Context: an optimization exercise on an open-source flow, tuned for small area and a short achievable clock period. The choices shown serve that exercise and are no tape-out recipe.
At most, simulation tests tie the RTL to the original design; equivalence was not proved.

before:
## rsi_top
module rsi_top
(
    input  logic   clk,
    input  logic   reset,
    input  logic [16-1:0] price,
    input  logic   price_valid,
    input  logic   eod,
    output logic   rsi_valid,
    output logic [7-1:0]   rsi,
    output logic   buy,
    output logic   sell
);
clock: 6.5 ns
lec_check: 0
abc_area: 1
cap_margin: 20
core_margin: 2
core_utilization: 40
cts_cluster_diameter: 120
cts_cluster_size: 30
setup_slack_margin: 3.9
slew_margin: 20
run.sh (not shown) runs the stock make flow with config.mk's settings and CLKGATE_MAP_FILE= SYNTH_SCRIPT=/design/flow/synth_recipe.tcl, a recipe that flattens the netlist after the stock synthesis.
In summary, before completed successfully, with a layout that passed the timing, DRC and antenna checks.
#### Input delta (after over before)
diff --git a/flow/design.v b/flow/design.v
--- a/flow/design.v
+++ b/flow/design.v
@@ -134,32 +134,18 @@
         else       m_v <= sums_valid;
     end
     logic [SW-1:0] d_h [1:6];     
     logic [SW-1:0] d_t [1:6];
     logic [5:2]    d_x [1:6];     
     logic [6:0]    d_q [1:6];     
     logic          d_v [1:6];
     logic [6:0]    q_last;        
     logic          v_last;
-    function automatic [SW+1:0] sk_sub(input [SW:0] a, input [SW-1:0] t);
-        logic [SW:0]   b;
-        logic [SW+1:0] g, p;      
-        b = ~{1'b0, t};
-        g = {a & b, 1'b1};
-        p = {a ^ b, 1'b0};
-        for (int d = 1; d < SW + 2; d = d * 2)
-            for (int i = 0; i < SW + 2; i++)
-                if ((i / d) % 2 == 1) begin
-                    g[i] = g[i] | (p[i] & g[(i / d) * d - 1]);
-                    p[i] = p[i] & p[(i / d) * d - 1];
-                end
-        sk_sub = {g[SW+1], (a ^ b) ^ g[SW:0]};
-    endfunction
     genvar j;
     generate
         for (j = 6; j >= 0; j--) begin : g_step
             logic [SW:0]   hi_in;
             logic [SW-1:0] dvs;
             logic [6:0]    q_in;
             logic [SW+1:0] trial;
             logic          fits;
             logic [SW-1:0] h_new;
@@ -167,20 +153,20 @@
             if (j == 6) begin : g_first
                 assign hi_in = m_x[XW-1:6];
                 assign dvs   = m_t;
                 assign q_in  = '0;
             end else begin : g_next
                 assign hi_in = {d_h[j+1], (j >= 2) ? d_x[j+1][(j >= 2) ? j : 2] : 1'b0};
                 assign dvs   = d_t[j+1];
                 assign q_in  = d_q[j+1];
             end
-            assign trial = sk_sub(hi_in, dvs);
-            assign fits  = trial[SW+1];
+            assign trial = {1'b0, hi_in} - {2'b00, dvs};
+            assign fits  = !trial[SW+1];
             assign h_new = fits ? trial[SW-1:0] : hi_in[SW-1:0];
             assign q_new = q_in | (7'(fits) << j);
             if (j > 0) begin : g_reg
                 always_ff @(posedge clk) begin
                     d_h[j] <= h_new;
                     d_t[j] <= dvs;
                     d_q[j] <= q_new;
                 end
                 if (j == 6) begin : g_x6
after: no failed stages, no open violations at the end
[compare] base=before new=after: first-iteration DRC count saw an increase, first-pass iteration count of the detailed router increased by 1 relative to the old numbers.
Status: worst path buffer plus inverter count parity (after, before)
The via count reported for after is higher than the one for before.
Taking before as the reference point, the maximum clock frequency of after falls by 3.6 MHz.
Clock tree cell share of total cell area: after vs before — no meaningful difference
Looking at worst hold slack across both flows, after is the weaker of the two, with before ahead.
No functional check of the RTL was part of before.

---

juniper:
Another version of the RTL of rsi_top (not shown whole).
Size: about 2800 cells after synthesis, roughly 30 I/O pins, ~30000 um^2 of cells after synthesis.
==> flow/design.v (excerpt) <==
module rsi_top
(
    input  logic   clk,
    input  logic   reset,
    input  logic [16-1:0] price,
    input  logic   price_valid,
    input  logic   eod,
    output logic   rsi_valid,
    output logic [7-1:0]   rsi,
    output logic   buy,
    output logic   sell
);
    localparam int PW = 16;    
    localparam int SW = 20;      
    localparam int N  = 14;     
    localparam int XW = 27;      
    logic          take;
    logic [PW-1:0] prev;
    logic          have_prev;
    logic [3:0]    cnt;           
    logic [PW:0]   diff;
    logic          up;            
    logic [PW-1:0] code;          
    logic          mv_valid;
    logic          mv_first, mv_full, mv_out;
    logic          mv_up;
    logic [PW-1:0] mv_code;
    logic [PW-1:0] in_price;
    logic          in_valid, in_eod;
    always_ff @(posedge clk) begin
        in_price <= price;
    end
    always_ff @(posedge clk or posedge reset) begin
        if (reset) begin
            in_valid <= 1'b0;
            in_eod   <= 1'b0;
        end else begin
            in_valid <= price_valid;
            in_eod   <= eod;
        end
    end
    assign take = in_valid && !in_eod;
    assign diff = {1'b0, in_price} - {1'b0, prev};
    assign up   = !diff[PW];
    assign code = diff[PW-1:0] ^ {PW{!up}};
    always_ff @(posedge clk) begin
        if (take) prev <= in_price;
        mv_code  <= code;
        mv_up    <= up;
        mv_first <= take && have_prev && (cnt == 4'd0);
        mv_full  <= take && have_prev && (cnt == 4'(N));
        mv_out   <= (cnt >= 4'(N - 1));
    end
    always_ff @(posedge clk or posedge reset) begin
        if (reset) begin
            have_prev <= 1'b0;
            cnt       <= '0;
            mv_valid  <= 1'b0;
        end else if (in_eod) begin
            have_prev <= 1'b0;
            cnt       <= '0;
            mv_valid  <= 1'b0;
        end else begin
            mv_valid <= take && have_prev;
            if (take) have_prev <= 1'b1;
            if (take && have_prev && cnt != 4'(N)) cnt <= cnt + 4'd1;
        end
    end
    logic [PW:0]   win [N];       
    logic [SW-1:0] tsum_n, gsum;  
    logic          sums_valid;
    logic [PW-1:0] old_code;
    logic          old_up;
  ...
==> flow/config.mk <==
export PLATFORM = sky130hd
export DESIGN_NAME = rsi_top
export DESIGN_NICKNAME = rsi_top
export VERILOG_FILES = /design/flow/design.v
export SDC_FILE = /design/flow/constraint.sdc
export NUM_CORES = 4
export LEC_CHECK = 0
export ABC_AREA = 1
export CAP_MARGIN = 20
export CORE_MARGIN = 2
export CORE_UTILIZATION = 40
export CTS_CLUSTER_DIAMETER = 110
export CTS_CLUSTER_SIZE = 28
export SETUP_SLACK_MARGIN = 3.9
export SLEW_MARGIN = 20
==> flow/constraint.sdc <==
create_clock -name core_clock -period 6.5 [get_ports {clk}]
set_input_delay 1.3000 -clock core_clock [delete_from_list [all_inputs] [get_ports {clk}]]
set_output_delay 1.3000 -clock core_clock [all_outputs]
set_load 0.01 [all_outputs]
juniper was carried through to the last stage, and its layout satisfied the timing, DRC and antenna checks.
Inputs modified between juniper and raven:
-- flow/design.v --
<<< juniper, line 68
    end
    logic [PW:0]   win [N];       
    logic [SW-1:0] tsum_n, gsum;  
    logic          sums_valid;
    logic [PW-1:0] old_code;
>>> raven, line 68
    end
    logic [PW:0]   win [N];       
    logic [SW-1:0] tsum, gsum;
    logic          sums_valid;
    logic [PW-1:0] old_code;
<<< juniper, line 85
    assign old_code = mv_full ? win[N-1][PW-1:0] : '0;
    assign old_up   = mv_full ? win[N-1][PW]     : 1'b1;
    assign dt_wide = {2'b00, old_code, !old_up} + {2'b11, ~new_code, 1'b1};
    assign dg_wide = {1'b0, (mv_valid && mv_up) ? mv_code : '0, 1'b1} +
                     {1'b1, ~(old_up ? old_code : '0), 1'b1};
>>> raven, line 85
    assign old_code = mv_full ? win[N-1][PW-1:0] : '0;
    assign old_up   = mv_full ? win[N-1][PW]     : 1'b1;
    assign dt_wide = {2'b00, new_code, 1'b1} + {2'b11, ~old_code, old_up};
    assign dg_wide = {1'b0, (mv_valid && mv_up) ? mv_code : '0, 1'b1} +
                     {1'b1, ~(old_up ? old_code : '0), 1'b1};
<<< juniper, line 104
    logic [SW-1:0] t_base, g_base;
    logic [SW:0]   t_wide;
    assign t_base = sd_first ? '1 : tsum_n;
    assign g_base = sd_first ? '0 : gsum;
    assign t_wide = {t_base, 1'b1} + {{(SW-PW-2){sd_t[PW+1]}}, sd_t, !sd_nup};
    always_ff @(posedge clk) begin
        tsum_n <= t_wide[SW:1];
        gsum <= g_base + {{(SW-PW-1){sd_g[PW]}}, sd_g};
    end
>>> raven, line 104
    logic [SW-1:0] t_base, g_base;
    logic [SW:0]   t_wide;
    assign t_base = sd_first ? '0 : tsum;
    assign g_base = sd_first ? '0 : gsum;
    assign t_wide = {t_base, 1'b1} + {{(SW-PW-2){sd_t[PW+1]}}, sd_t, sd_nup};
    always_ff @(posedge clk) begin
        tsum <= t_wide[SW:1];
        gsum <= g_base + {{(SW-PW-1){sd_g[PW]}}, sd_g};
    end
<<< juniper, line 128
    always_ff @(posedge clk) begin
        m_x <= x_sum[XW-1:2];
        m_tn <= tsum_n;
    end
    always_ff @(posedge clk or posedge reset) begin
>>> raven, line 128
    always_ff @(posedge clk) begin
        m_x <= x_sum[XW-1:2];
        m_tn <= ~tsum;
    end
    always_ff @(posedge clk or posedge reset) begin
==> comparison <==
- Compared with juniper, raven shows a lower global-route met3 utilization.
- Sort raven and juniper by inverter count of the layout excluding clock inverters asc -> top: juniper
- [compare] base=juniper new=raven: synthesis-to-layout area growth decreased by 0.44 points relative to the old numbers; core utilization closely matched the old numbers; register-to-register slack increased by 0.11 ns relative to the old numbers.
- Relative to juniper, arrival time reported for the critical path endpoint has decreased by 1.91 ns in raven.
- Between raven and juniper, the final area does not differ in any meaningful way.
- Summary — overall via count from detail_route, raven relative to juniper: higher, by 0.70%.
Only the layout flow was run in juniper; the RTL was not checked for function there.

---

The RTL this note starts from:
==> flow/design.v <==
module rsi_top
(
    input  logic   clk,
    input  logic   reset,
    input  logic [16-1:0] price,
    input  logic   price_valid,
    input  logic   eod,
    output logic   rsi_valid,
    output logic [7-1:0]   rsi,
    output logic   buy,
    output logic   sell
);
    localparam int PW = 16;    
    localparam int SW = 20;      
    localparam int N  = 14;     
    localparam int XW = 27;      
    localparam int RW = SW + 1;          
    logic          take;
    logic [PW-1:0] prev;
    logic          have_prev;
    logic [3:0]    cnt;           
    logic [PW:0]   diff;
    logic          up;            
    logic [PW-1:0] code;          
    logic          mv_valid;
    logic          mv_first, mv_full, mv_out;
    logic          mv_up;
    logic [PW-1:0] mv_code;
    assign take = price_valid && !eod;
    assign diff = {1'b0, price} - {1'b0, prev};
    assign up   = !diff[PW];
    assign code = diff[PW-1:0] ^ {PW{!up}};
    always_ff @(posedge clk) begin
        if (take) prev <= price;
        mv_code  <= code;
        mv_up    <= up;
        mv_first <= take && have_prev && (cnt == 4'd0);
        mv_full  <= take && have_prev && (cnt == 4'(N));
        mv_out   <= (cnt >= 4'(N - 1));
    end
    always_ff @(posedge clk or posedge reset) begin
        if (reset) begin
            have_prev <= 1'b0;
            cnt       <= '0;
            mv_valid  <= 1'b0;
        end else if (eod) begin
            have_prev <= 1'b0;
            cnt       <= '0;
            mv_valid  <= 1'b0;
        end else begin
            mv_valid <= take && have_prev;
            if (take) have_prev <= 1'b1;
            if (take && have_prev && cnt != 4'(N)) cnt <= cnt + 4'd1;
        end
    end
    logic [PW:0]   win [N];       
    logic [SW-1:0] tsum, gsum;
    logic          sums_valid;
    logic [PW-1:0] old_code;
    logic          old_up;
    logic [SW-1:0] t_base, g_base;
    logic [SW-1:0] t_b, t_c, t_s, t_cy;
    logic [SW-1:0] g_b, g_c, g_s, g_cy;
    logic [SW:0]   t_wide, g_wide;
    logic [PW-1:0] new_code;
    logic          new_nup;
    assign new_code = mv_valid ? mv_code : '0;
    assign new_nup  = mv_valid && !mv_up;
    assign old_code = mv_full ? win[N-1][PW-1:0] : '0;
    assign old_up   = mv_full ? win[N-1][PW]     : 1'b1;
    assign t_base   = mv_first ? '0 : tsum;
    assign g_base   = mv_first ? '0 : gsum;
    assign t_b  = {{(SW-PW){1'b0}}, new_code};
    assign t_c  = ~{{(SW-PW){1'b0}}, old_code};
    assign t_s  = t_base ^ t_b ^ t_c;
    assign t_cy = {(t_base[SW-2:0] & t_b[SW-2:0]) | (t_base[SW-2:0] & t_c[SW-2:0]) |
                   (t_b[SW-2:0] & t_c[SW-2:0]), new_nup};
    assign t_wide = {t_s, 1'b1} + {t_cy, old_up};
    assign g_b  = (mv_valid && mv_up) ? {{(SW-PW){1'b0}}, mv_code} : '0;
    assign g_c  = ~((old_up ? {{(SW-PW){1'b0}}, old_code} : '0));
    assign g_s  = g_base ^ g_b ^ g_c;
    assign g_cy = {(g_base[SW-2:0] & g_b[SW-2:0]) | (g_base[SW-2:0] & g_c[SW-2:0]) |
                   (g_b[SW-2:0] & g_c[SW-2:0]), 1'b1};
    assign g_wide = {1'b0, g_s} + {1'b0, g_cy};
    always_ff @(posedge clk) begin
        if (mv_valid) begin
            win[0] <= {mv_up, mv_code};
            for (int i = 1; i < N; i++) win[i] <= win[i-1];
        end
        tsum <= t_wide[SW:1];
        gsum <= g_wide[SW-1:0];
    end
    always_ff @(posedge clk or posedge reset) begin
        if (reset) sums_valid <= 1'b0;
        else       sums_valid <= mv_valid && mv_out;
    end
    logic [RW-1:0] d_r [1:6];     
    logic [SW-1:0] d_t [1:6];
    logic [5:2]    d_x [1:6];     
    logic [6:0]    d_q [1:6];     
    logic          d_v [1:6];
    logic [6:0]    q_last;        
    logic          v_last;
    logic [XW-1:0] y_a, y_b, y_c, y_d, y_s1, y_c1, y_s2, y_c2;
    logic [XW:0]   y_wide;
    assign y_a  = XW'(gsum) << 6;
    assign y_b  = XW'(gsum) << 5;
    assign y_c  = XW'(gsum) << 2;
    assign y_d  = ~(XW'(tsum) << 6);
    assign y_s1 = y_a ^ y_b ^ y_c;
    assign y_c1 = {(y_a[XW-2:0] & y_b[XW-2:0]) | (y_a[XW-2:0] & y_c[XW-2:0]) |
                   (y_b[XW-2:0] & y_c[XW-2:0]), 1'b0};
    assign y_s2 = y_s1 ^ y_c1 ^ y_d;
    assign y_c2 = {(y_s1[XW-2:0] & y_c1[XW-2:0]) | (y_s1[XW-2:0] & y_d[XW-2:0]) |
                   (y_c1[XW-2:0] & y_d[XW-2:0]), 1'b1};
    assign y_wide = {y_s2, 1'b1} + {y_c2, 1'b0};
    always_ff @(posedge clk) begin
        d_r[6] <= y_wide[XW:7];
        d_t[6] <= tsum;
        d_x[6] <= y_wide[6:3];
        d_q[6] <= '0;
    end
    always_ff @(posedge clk or posedge reset) begin
        if (reset) d_v[6] <= 1'b0;
        else       d_v[6] <= sums_valid;
    end
    genvar j;
    generate
        for (j = 5; j >= 0; j--) begin : g_step
            logic          neg;
            logic          xin;
            logic [RW:0]   addend;
            logic [RW+1:0] wide;
            logic [RW-1:0] r_new;
            logic [6:0]    q_new;
            assign neg    = d_r[j+1][RW-1];
            assign xin    = (j >= 2) ? d_x[j+1][(j >= 2) ? j : 2] : 1'b0;
            assign addend = neg ? {2'b00, d_t[j+1]} : ~{2'b00, d_t[j+1]};
            assign wide   = {d_r[j+1], xin, 1'b1} + {addend, !neg};
            assign r_new  = wide[RW:1];
            assign q_new  = d_q[j+1] | (7'(!neg) << (j + 1));
            if (j > 0) begin : g_reg
                always_ff @(posedge clk) begin
                    d_r[j] <= r_new;
                    d_t[j] <= d_t[j+1];
                    d_x[j] <= d_x[j+1];
                    d_q[j] <= q_new;
                end
                always_ff @(posedge clk or posedge reset) begin
                    if (reset) d_v[j] <= 1'b0;
                    else       d_v[j] <= d_v[j+1];
                end
            end else begin : g_last
                assign q_last = q_new | 7'(!r_new[RW-1]);
                assign v_last = d_v[1];
            end
        end
    endgenerate
    logic [6:0] q_fin;
    logic [6:0] rsi_d;
    assign q_fin = q_last;
    assign rsi_d = (q_fin == 7'd127) ? 7'd50 : q_fin;
    always_ff @(posedge clk) begin
        rsi <= rsi_d;
    end
    always_ff @(posedge clk or posedge reset) begin
        if (reset) begin
            rsi_valid <= 1'b0;
            buy       <= 1'b0;
            sell      <= 1'b0;
        end else begin
            rsi_valid <= v_last;
            buy       <= v_last && (rsi_d < 7'(30));
            sell      <= v_last && (rsi_d > 7'(70));
        end
    end
endmodule
Settings: LEC_CHECK=0, CAP_MARGIN=20, CORE_MARGIN=2, CORE_UTILIZATION=40, CTS_CLUSTER_DIAMETER=120, CTS_CLUSTER_SIZE=30, SETUP_SLACK_MARGIN=3.0, SLEW_MARGIN=20; clock period 6.5 ns.
Next try:
--- a/flow/design.v
+++ b/flow/design.v
@@ -92,39 +92,47 @@
     end
     always_ff @(posedge clk or posedge reset) begin
         if (reset) sums_valid <= 1'b0;
         else       sums_valid <= mv_valid && mv_out;
     end
+    logic [XW-1:0] x_a, x_b, x_c, x_s, x_cy, x_sum;
+    logic [XW-1:2] m_x;           
+    logic [SW-1:0] m_t;
+    logic          m_v;
+    assign x_a   = XW'(gsum) << 6;
+    assign x_b   = XW'(gsum) << 5;
+    assign x_c   = XW'(gsum) << 2;
+    assign x_s   = x_a ^ x_b ^ x_c;
+    assign x_cy  = {(x_a[XW-2:0] & x_b[XW-2:0]) | (x_a[XW-2:0] & x_c[XW-2:0]) |
+                    (x_b[XW-2:0] & x_c[XW-2:0]), 1'b0};
+    assign x_sum = x_s + x_cy;
+    always_ff @(posedge clk) begin
+        m_x <= x_sum[XW-1:2];
+        m_t <= tsum;
+    end
+    always_ff @(posedge clk or posedge reset) begin
+        if (reset) m_v <= 1'b0;
+        else       m_v <= sums_valid;
+    end
     logic [RW-1:0] d_r [1:6];     
     logic [SW-1:0] d_t [1:6];
     logic [5:2]    d_x [1:6];     
     logic [6:0]    d_q [1:6];     
     logic          d_v [1:6];
     logic [6:0]    q_last;        
     logic          v_last;
-    logic [XW-1:0] y_a, y_b, y_c, y_d, y_s1, y_c1, y_s2, y_c2;
-    logic [XW:0]   y_wide;
-    assign y_a  = XW'(gsum) << 6;
-    assign y_b  = XW'(gsum) << 5;
-    assign y_c  = XW'(gsum) << 2;
-    assign y_d  = ~(XW'(tsum) << 6);
-    assign y_s1 = y_a ^ y_b ^ y_c;
-    assign y_c1 = {(y_a[XW-2:0] & y_b[XW-2:0]) | (y_a[XW-2:0] & y_c[XW-2:0]) |
-                   (y_b[XW-2:0] & y_c[XW-2:0]), 1'b0};
-    assign y_s2 = y_s1 ^ y_c1 ^ y_d;
-    assign y_c2 = {(y_s1[XW-2:0] & y_c1[XW-2:0]) | (y_s1[XW-2:0] & y_d[XW-2:0]) |
-                   (y_c1[XW-2:0] & y_d[XW-2:0]), 1'b1};
-    assign y_wide = {y_s2, 1'b1} + {y_c2, 1'b0};
+    logic [RW+1:0] r6_wide;
+    assign r6_wide = {1'b0, m_x[XW-1:6], 1'b1} + {~{2'b00, m_t}, 1'b1};
     always_ff @(posedge clk) begin
-        d_r[6] <= y_wide[XW:7];
-        d_t[6] <= tsum;
-        d_x[6] <= y_wide[6:3];
+        d_r[6] <= r6_wide[RW:1];
+        d_t[6] <= m_t;
+        d_x[6] <= m_x[5:2];
         d_q[6] <= '0;
     end
     always_ff @(posedge clk or posedge reset) begin
         if (reset) d_v[6] <= 1'b0;
-        else       d_v[6] <= sums_valid;
+        else       d_v[6] <= m_v;
     end
     genvar j;
     generate
         for (j = 5; j >= 0; j--) begin : g_step
             logic          neg;
Effect: Cell count increases by about 9%. Clock skew hardly moves. Wire length goes up by 5.5%. Global-route usage drops by 0.38 points. Maximum frequency went down by 0.70%. Die area rose by 6.2%. Clock-buffer cell count is higher by 3. Core utilization shrinks by 0.58 points.

==> separate check: timing with driven ports <==
Ports are ideal in the flow. The routed layouts listed here were re-timed in OpenROAD.
Step 1: set_driving_cell puts a clkbuf_16 on clk and a buf_2 on each other input, an assumption about the parent block.
Step 2 moves the port delays by t, midway between the first and last clock arrival at a register: inputs arrive t later, outputs are due t later. That takes back most of the time a late clock gives input paths.
Slacks: ideal / step 1 / step 2; pairs: ideal / step 1.
| run | shift t [ns] | setup slack, ns | worst setup path after step 2 | latest minus earliest clock arrival (ns) |
|---|---|---|---|---|
| before | 0.671 | 3.977 / 3.912 / 4.021 | register to register | 0.033 / 0.033 |
| after | 0.695 | 3.954 / 3.888 / 4.014 | register to register | 0.027 / 0.027 |
| juniper | 0.687 | 3.903 / 3.903 / 3.903 | register to register | 0.032 / 0.032 |
| raven | 0.684 | 3.976 / 3.915 / 4.006 | register to register | 0.024 / 0.024 |
| the first run of note 3 | 0.633 | 3.027 / 3.027 / 2.549 | input to register | 0.030 / 0.030 |
| the second run of note 3 | 0.642 | 3.003 / 3.003 / 2.435 | input to register | 0.032 / 0.032 |
After both steps setup and hold are still met in every run listed. The setup slack of the second run of note 3, which loses most, moves by 0.000 ns with the drivers and by -0.568 ns with both steps.
